Context: an optimization exercise on an open-source flow, tuned for small area, a short achievable clock period and few clock cycles per item. The choices shown serve that exercise and are no tape-out recipe.
The RTL was checked by simulation tests, not by an equivalence proof against the original design.

Setup of the baseline:
Design md5_block_engine, start of the top module:
module md5_block_engine (
  input  logic         clk_i,
  input  logic         rst_ni,
  input  logic         init_i,
  input  logic         msg_valid_i,
  output logic         msg_ready_o,
  input  logic [31:0]  msg_i,
  output logic         busy_o,
  output logic         hash_valid_o,
  output logic [127:0] hash_o
);
For scale: about 5900 cells after synthesis, ~170 I/O pins.
clock: 10.0 ns
lec_check: 0
abc_area: 1
cap_margin: 20
core_margin: 2
core_utilization: 55
cts_cluster_diameter: 120
cts_cluster_size: 24
slew_margin: 20
synth_hierarchical: 1
standard.sh (not shown) runs the stock make flow with config.mk's settings and CLKGATE_MAP_FILE= SYNTH_SCRIPT=/design/flow/synth_recipe.tcl, a recipe that flattens the netlist after the stock synthesis.
==> flow/flow/run.sh <==
#!/bin/bash
set -euo pipefail
bash standard.sh SETUP_SLACK_MARGIN=6 finish > standard_flow.log 2>&1
The baseline: flow completed, timing, DRC and antenna clean
Testbench counts of the baseline, summed over its fixed seeds: cycles 34,880, blocks 512.
For the candidate, these inputs were changed with respect to the baseline:
--- a/flow/design.v
+++ b/flow/design.v
@@ -381,15 +381,13 @@
     q_q <= q_d;
     u_q <= u_d;
     v_q <= v_d;
     a_q <= fin ? h_q[1] : a_op;
     c_q <= fin ? h_q[3] : c_n;
     d_q <= fin ? h_q[2] : d_n;
-    if (fin)               b_q <= h_sum;
-    else if (prep0 & iv0)  b_q <= IV_H1;
-    else                   b_q <= x_w;
+    b_q <= (fin | (prep0 & iv0)) ? (fin ? h_sum : IV_H1) : x_w;
     h_q[0] <= h_q[1];
     h_q[1] <= h_q[2];
     h_q[2] <= h_q[3];
     h_q[3] <= fin_v_q ? h_sum : h_q[0];
   end
   assign hash_o = {md5_bswap(h_q[0]), md5_bswap(h_q[3]), md5_bswap(h_q[2]), md5_bswap(h_q[1])};
### Flow results
- The candidate: done, clean on timing, DRC and antenna
- Core area in the candidate is about 0.32% lower than in the baseline
- Compare the baseline and the candidate | clock-buffer cell count lower: the candidate
- Share of the clock period used by the worst path essentially unchanged between the baseline and the candidate.
- [the candidate vs the baseline] netlist area before placement: lower in the candidate
- For the fraction of met1 tracks used by global routing, the candidate came in 3.3 points lower than the baseline did.
Testbench counts of the candidate, summed over its fixed seeds: cycles 34,880, blocks 512.

========
Another version of the RTL of md5_block_engine (not shown whole).
Size in the first run: about 6100 cells after synthesis, ~46000 um^2 of cells after synthesis.
export LEC_CHECK = 0
export ABC_AREA = 1
export CAP_MARGIN = 20
export CORE_MARGIN = 2
export CORE_UTILIZATION = 55
export CTS_CLUSTER_DIAMETER = 120
export CTS_CLUSTER_SIZE = 24
export SLEW_MARGIN = 20
export SYNTH_HIERARCHICAL = 1
create_clock -name core_clock -period 10.0 [get_ports {clk_i}]
Scripts as last shown in full above: flow/flow/run.sh
Testbench counts at the start, summed over its fixed seeds: cycles 34,880, blocks 512.
Then changed:
--- a/flow/design.v
+++ b/flow/design.v
@@ -8,22 +8,22 @@
   input  logic [31:0] q,
   input  logic [31:0] u,
   input  logic [31:0] v,
   input  logic [31:0] b,
   input  logic [3:0]  rlo,
   input  logic [4:0]  rhi,
   output logic [31:0] b_new
 );
   logic [31:0] f, p, g, cy, sum, rot1, rot;
   assign f = (b & u) | (~b & v);
-  assign p = q ^ f;
   assign g = q & f;
+  md5_block_engine_xor u_xor_p (.a(q), .b(f), .y(p));
   md5_block_engine_pfx u_pfx (.p(q | f), .g(g), .c(cy));
   assign sum = p ^ {cy[30:0], 1'b0};
   assign rot1 = ({32{rlo[0]}} & sum)
               | ({32{rlo[1]}} & {sum[30:0], sum[31]})
               | ({32{rlo[2]}} & {sum[29:0], sum[31:30]})
               | ({32{rlo[3]}} & {sum[28:0], sum[31:29]});
   assign rot  = ({32{rhi[0]}} & {rot1[27:0], rot1[31:28]})
               | ({32{rhi[1]}} & {rot1[23:0], rot1[31:24]})
               | ({32{rhi[2]}} & {rot1[19:0], rot1[31:20]})
               | ({32{rhi[3]}} & {rot1[15:0], rot1[31:16]})
@@ -49,21 +49,21 @@
     end
   end
   assign c = gg;
 endmodule
 module md5_block_engine_add_ks (
   input  logic [31:0] a,
   input  logic [31:0] b,
   output logic [31:0] s
 );
   logic [31:0] p, cy;
-  assign p = a ^ b;
+  md5_block_engine_xor u_xor_p (.a(a), .b(b), .y(p));
   md5_block_engine_pfx u_pfx (.p(a | b), .g(a & b), .c(cy));
   assign s = p ^ {cy[30:0], 1'b0};
 endmodule
 module md5_block_engine_add (
   input  logic [31:0] a,
   input  logic [31:0] b,
   output logic [31:0] s
 );
   logic [31:0] p0, g0, p, g;
   assign p0 = a ^ b;
@@ -105,20 +105,27 @@
       for (int j = 0; j < 32; j++) begin
         if (j >= (2 << i) && j % (2 << i) == (1 << i) - 1) begin
           g[j] = g[j] | (p[j] & g[j - (1 << i)]);
           p[j] = p[j] & p[j - (1 << i)];
         end
       end
     end
   end
   assign s = p0 ^ {g[30:0], 1'b0};
 endmodule
+module md5_block_engine_xor (
+  input  logic [31:0] a,
+  input  logic [31:0] b,
+  output logic [31:0] y
+);
+  assign y = a ^ b;
+endmodule
 import md5_block_engine_pkg::*;
 module md5_block_engine (
   input  logic         clk_i,
   input  logic         rst_ni,
   input  logic         init_i,
   input  logic         msg_valid_i,
   output logic         msg_ready_o,
   input  logic [31:0]  msg_i,
   output logic         busy_o,
   output logic         hash_valid_o,
@@ -310,25 +317,23 @@
         pz_q     <= (pidx_n_q == 6'd0);
         last4_q <= (pidx_q[5:2] == 4'hf);
       end
       if (prep0)  blk_iv_q <= iv0;
       if (fin)    h_iv_q   <= 1'b0;
     end
   end
   logic [4:0] s_w;
   assign s_w = md5_s({pidx_q[5:4], pidx_q[1:0]});
   always_ff @(posedge clk_i) begin
-    if (prep) begin
-      rlo_q  <= 4'b0001 << s_w[1:0];
-      rhi_q  <= 5'b00001 << (s_w[4:2] - 3'd1);
-      col_q  <= pidx_q[1:0];
-    end
+    rlo_q <= prep ? 4'b0001 << s_w[1:0] : 4'b0000;
+    rhi_q <= prep ? 5'b00001 << (s_w[4:2] - 3'd1) : 5'b00000;
+    if (prep) col_q <= pidx_q[1:0];
   end
   assign msg_ready_o  = ready_q;
   assign busy_o       = busy_q;
   assign hash_valid_o = hash_valid_q;
   logic [31:0] ring_q [16];
   always_ff @(posedge clk_i) begin
     ring_q[0] <= xfer ? md5_bswap(msg_i) : ring_q[15];
     for (int k = 1; k < 16; k++) ring_q[k] <= ring_q[k-1];
   end
   logic [5:0]  pidx_d;
@@ -376,33 +381,21 @@
     .rlo   (rlo_q),
     .rhi   (rhi_q),
     .b_new (x_w)
   );
   assign h_op  = blk_iv_q ? md5_iv_fin(fin_i_q) : h_q[0];
   md5_block_engine_add_bk u_add_h (.a(h_op), .b(b_q), .s(h_sum));
   always_ff @(posedge clk_i) begin
     q_q <= q_d;
     u_q <= u_d;
     v_q <= v_d;
-    if (qv_q) begin
-      a_q <= d_q;
-      b_q <= x_w;
-      c_q <= b_q;
-      d_q <= c_q;
-    end else if (fin) begin
-      a_q <= h_q[1];
-      b_q <= h_sum;
-      c_q <= h_q[3];
-      d_q <= h_q[2];
-    end else if (prep0 & iv0) begin
-      a_q <= IV_H0;
-      b_q <= IV_H1;
-      c_q <= IV_H2;
-      d_q <= IV_H3;
-    end
+    a_q <= fin ? h_q[1] : a_op;
+    c_q <= fin ? h_q[3] : c_n;
+    d_q <= fin ? h_q[2] : d_n;
+    b_q <= (fin | (prep0 & iv0)) ? (fin ? h_sum : IV_H1) : x_w;
     h_q[0] <= h_q[1];
     h_q[1] <= h_q[2];
     h_q[2] <= h_q[3];
     h_q[3] <= fin_v_q ? h_sum : h_q[0];
   end
   assign hash_o = {md5_bswap(h_q[0]), md5_bswap(h_q[3]), md5_bswap(h_q[2]), md5_bswap(h_q[1])};
 endmodule
Result: Area after synthesis came out lower by a few percent. Final area came out lower by a few percent. Routed wire length came out lower by a few percent. Cell count stays flat. Die area came out lower by a few percent. Sequential share of layout area came out higher by 0.68 points.
Testbench counts after the change, summed over its fixed seeds: cycles 34,880, blocks 512.

========
v6:
Another version of the RTL of md5_block_engine (not shown whole).
For scale: ~5800 cells after synthesis, ~0.044 mm² of cells after synthesis.
## md5_block_engine
module md5_block_engine (
  input  logic         clk_i,
  input  logic         rst_ni,
  input  logic         init_i,
  input  logic         msg_valid_i,
  output logic         msg_ready_o,
  input  logic [31:0]  msg_i,
  output logic         busy_o,
  output logic         hash_valid_o,
  output logic [127:0] hash_o
);
clock: 10.0 ns
lec_check: 0
abc_area: 1
cap_margin: 20
core_margin: 2
core_utilization: 55
cts_cluster_diameter: 120
cts_cluster_size: 24
slew_margin: 20
synth_hierarchical: 1
Scripts as last shown in full above: flow/flow/run.sh
Testbench counts of v6, summed over its fixed seeds: cycles 34,880, blocks 512.
Here is what was changed in the inputs of v7 compared with v6.
-- flow/design.v --
<<< v6, line 16
  logic [31:0] f, p, g, cy, sum, rot1, rot;
  assign f = (b & u) | (~b & v);
  assign p = q ^ f;
  assign g = q & f;
  md5_block_engine_pfx u_pfx (.p(q | f), .g(g), .c(cy));
  assign sum = p ^ {cy[30:0], 1'b0};
>>> v7, line 16
  logic [31:0] f, p, g, cy, sum, rot1, rot;
  assign f = (b & u) | (~b & v);
  assign g = q & f;
  md5_block_engine_xor u_xor_p (.a(q), .b(f), .y(p));
  md5_block_engine_pfx u_pfx (.p(q | f), .g(g), .c(cy));
  assign sum = p ^ {cy[30:0], 1'b0};
<<< v6, line 29
              | ({32{rhi[3]}} & {rot1[15:0], rot1[31:16]})
              | ({32{rhi[4]}} & {rot1[11:0], rot1[31:12]});
  md5_block_engine_add_ks u_add_b (.a(b), .b(rot), .s(b_new));
endmodule
module md5_block_engine_pfx (
>>> v7, line 29
              | ({32{rhi[3]}} & {rot1[15:0], rot1[31:16]})
              | ({32{rhi[4]}} & {rot1[11:0], rot1[31:12]});
  logic [31:0] p2, cy2;
  md5_block_engine_xor u_xor_p2 (.a(b), .b(rot), .y(p2));
  md5_block_engine_pfx u_pfx2 (.p(b | rot), .g(b & rot), .c(cy2));
  assign b_new = p2 ^ {cy2[30:0], 1'b0};
endmodule
module md5_block_engine_pfx (
<<< v6, line 50
  end
  assign c = gg;
endmodule
module md5_block_engine_add_ks (
  input  logic [31:0] a,
  input  logic [31:0] b,
  output logic [31:0] s
);
  logic [31:0] p, cy;
  assign p = a ^ b;
  md5_block_engine_pfx u_pfx (.p(a | b), .g(a & b), .c(cy));
  assign s = p ^ {cy[30:0], 1'b0};
endmodule
module md5_block_engine_add (
>>> v7, line 53
  end
  assign c = gg;
endmodule
module md5_block_engine_add (
<<< v6, line 112
  end
  assign s = p0 ^ {g[30:0], 1'b0};
endmodule
import md5_block_engine_pkg::*;
>>> v7, line 105
  end
  assign s = p0 ^ {g[30:0], 1'b0};
endmodule
module md5_block_engine_xor (
  input  logic [31:0] a,
  input  logic [31:0] b,
  output logic [31:0] y
);
  assign y = a ^ b;
endmodule
import md5_block_engine_pkg::*;
<<< v6, line 318
  assign s_w = md5_s({pidx_q[5:4], pidx_q[1:0]});
  always_ff @(posedge clk_i) begin
    if (prep) begin
      rlo_q  <= 4'b0001 << s_w[1:0];
      rhi_q  <= 5'b00001 << (s_w[4:2] - 3'd1);
      col_q  <= pidx_q[1:0];
    end
  end
  assign msg_ready_o  = ready_q;
>>> v7, line 318
  assign s_w = md5_s({pidx_q[5:4], pidx_q[1:0]});
  always_ff @(posedge clk_i) begin
    rlo_q <= prep ? 4'b0001 << s_w[1:0] : 4'b0000;
    rhi_q <= prep ? 5'b00001 << (s_w[4:2] - 3'd1) : 5'b00000;
    if (prep) col_q <= pidx_q[1:0];
  end
  assign msg_ready_o  = ready_q;
<<< v6, line 387
    c_q <= fin ? h_q[3] : c_n;
    d_q <= fin ? h_q[2] : d_n;
    if (qv_q)              b_q <= x_w;
    else if (fin)          b_q <= h_sum;
    else if (prep0 & iv0)  b_q <= IV_H1;
    h_q[0] <= h_q[1];
    h_q[1] <= h_q[2];
>>> v7, line 385
    c_q <= fin ? h_q[3] : c_n;
    d_q <= fin ? h_q[2] : d_n;
    b_q <= (fin | (prep0 & iv0)) ? (fin ? h_sum : IV_H1) : x_w;
    h_q[0] <= h_q[1];
    h_q[1] <= h_q[2];
--- outcome ---
In the tables for v6 and v7, via count reads higher with v7. v7 vs v6, overall track demand over capacity in global routing went up by 0.87 points. Compared with v6, v7 shows a lower maximum number of pins on one net before global-route repair. The number of tap cells added at floorplan in v7 was lower than what v6 gave. On post-route minimum period: between v6 and v7, it ends up lower for v7. Against v6, summed instance area of the synthesized netlist in v7 fell slightly.
Testbench counts of v7, summed over its fixed seeds: cycles 34,880, blocks 512.

-- afterwards: timing with drivers on the ports --
Ports are ideal in the flow. The routed layouts listed here were re-timed in OpenROAD. Step 1, drivers: a clkbuf_16 drives clk_i and a buf_2 each remaining input, both assumed. Step 2 moves the port delays by t, midway between the first and last clock arrival at a register: inputs arrive t later, outputs are due t later. That takes back most of the time a late clock gives input paths. Three values: no drivers, after step 1, after step 2; two values: the first two.
run	shift t [ns]	slack for setup (ns)	worst setup path at the end	worst data-port slew with drivers (ns)
the baseline	0.713	5.839 / 5.839 / 5.628	input to register	0.05
the candidate	0.724	5.852 / 5.852 / 5.661	input to register	0.08
the first run of note 2	0.726	5.601 / 5.601 / 5.493	input to register	0.04
the second run of note 2	0.700	6.112 / 6.084 / 5.979	input to register	0.04
v6	0.715	5.617 / 5.617 / 5.617	register to register	0.07
v7	0.726	6.005 / 5.933 / 6.083	register to register	0.09
After both steps every run listed still meets setup and hold. For the baseline, which loses most, drivers alone change the setup slack by 0.000 ns; drivers and shift together by -0.211 ns.
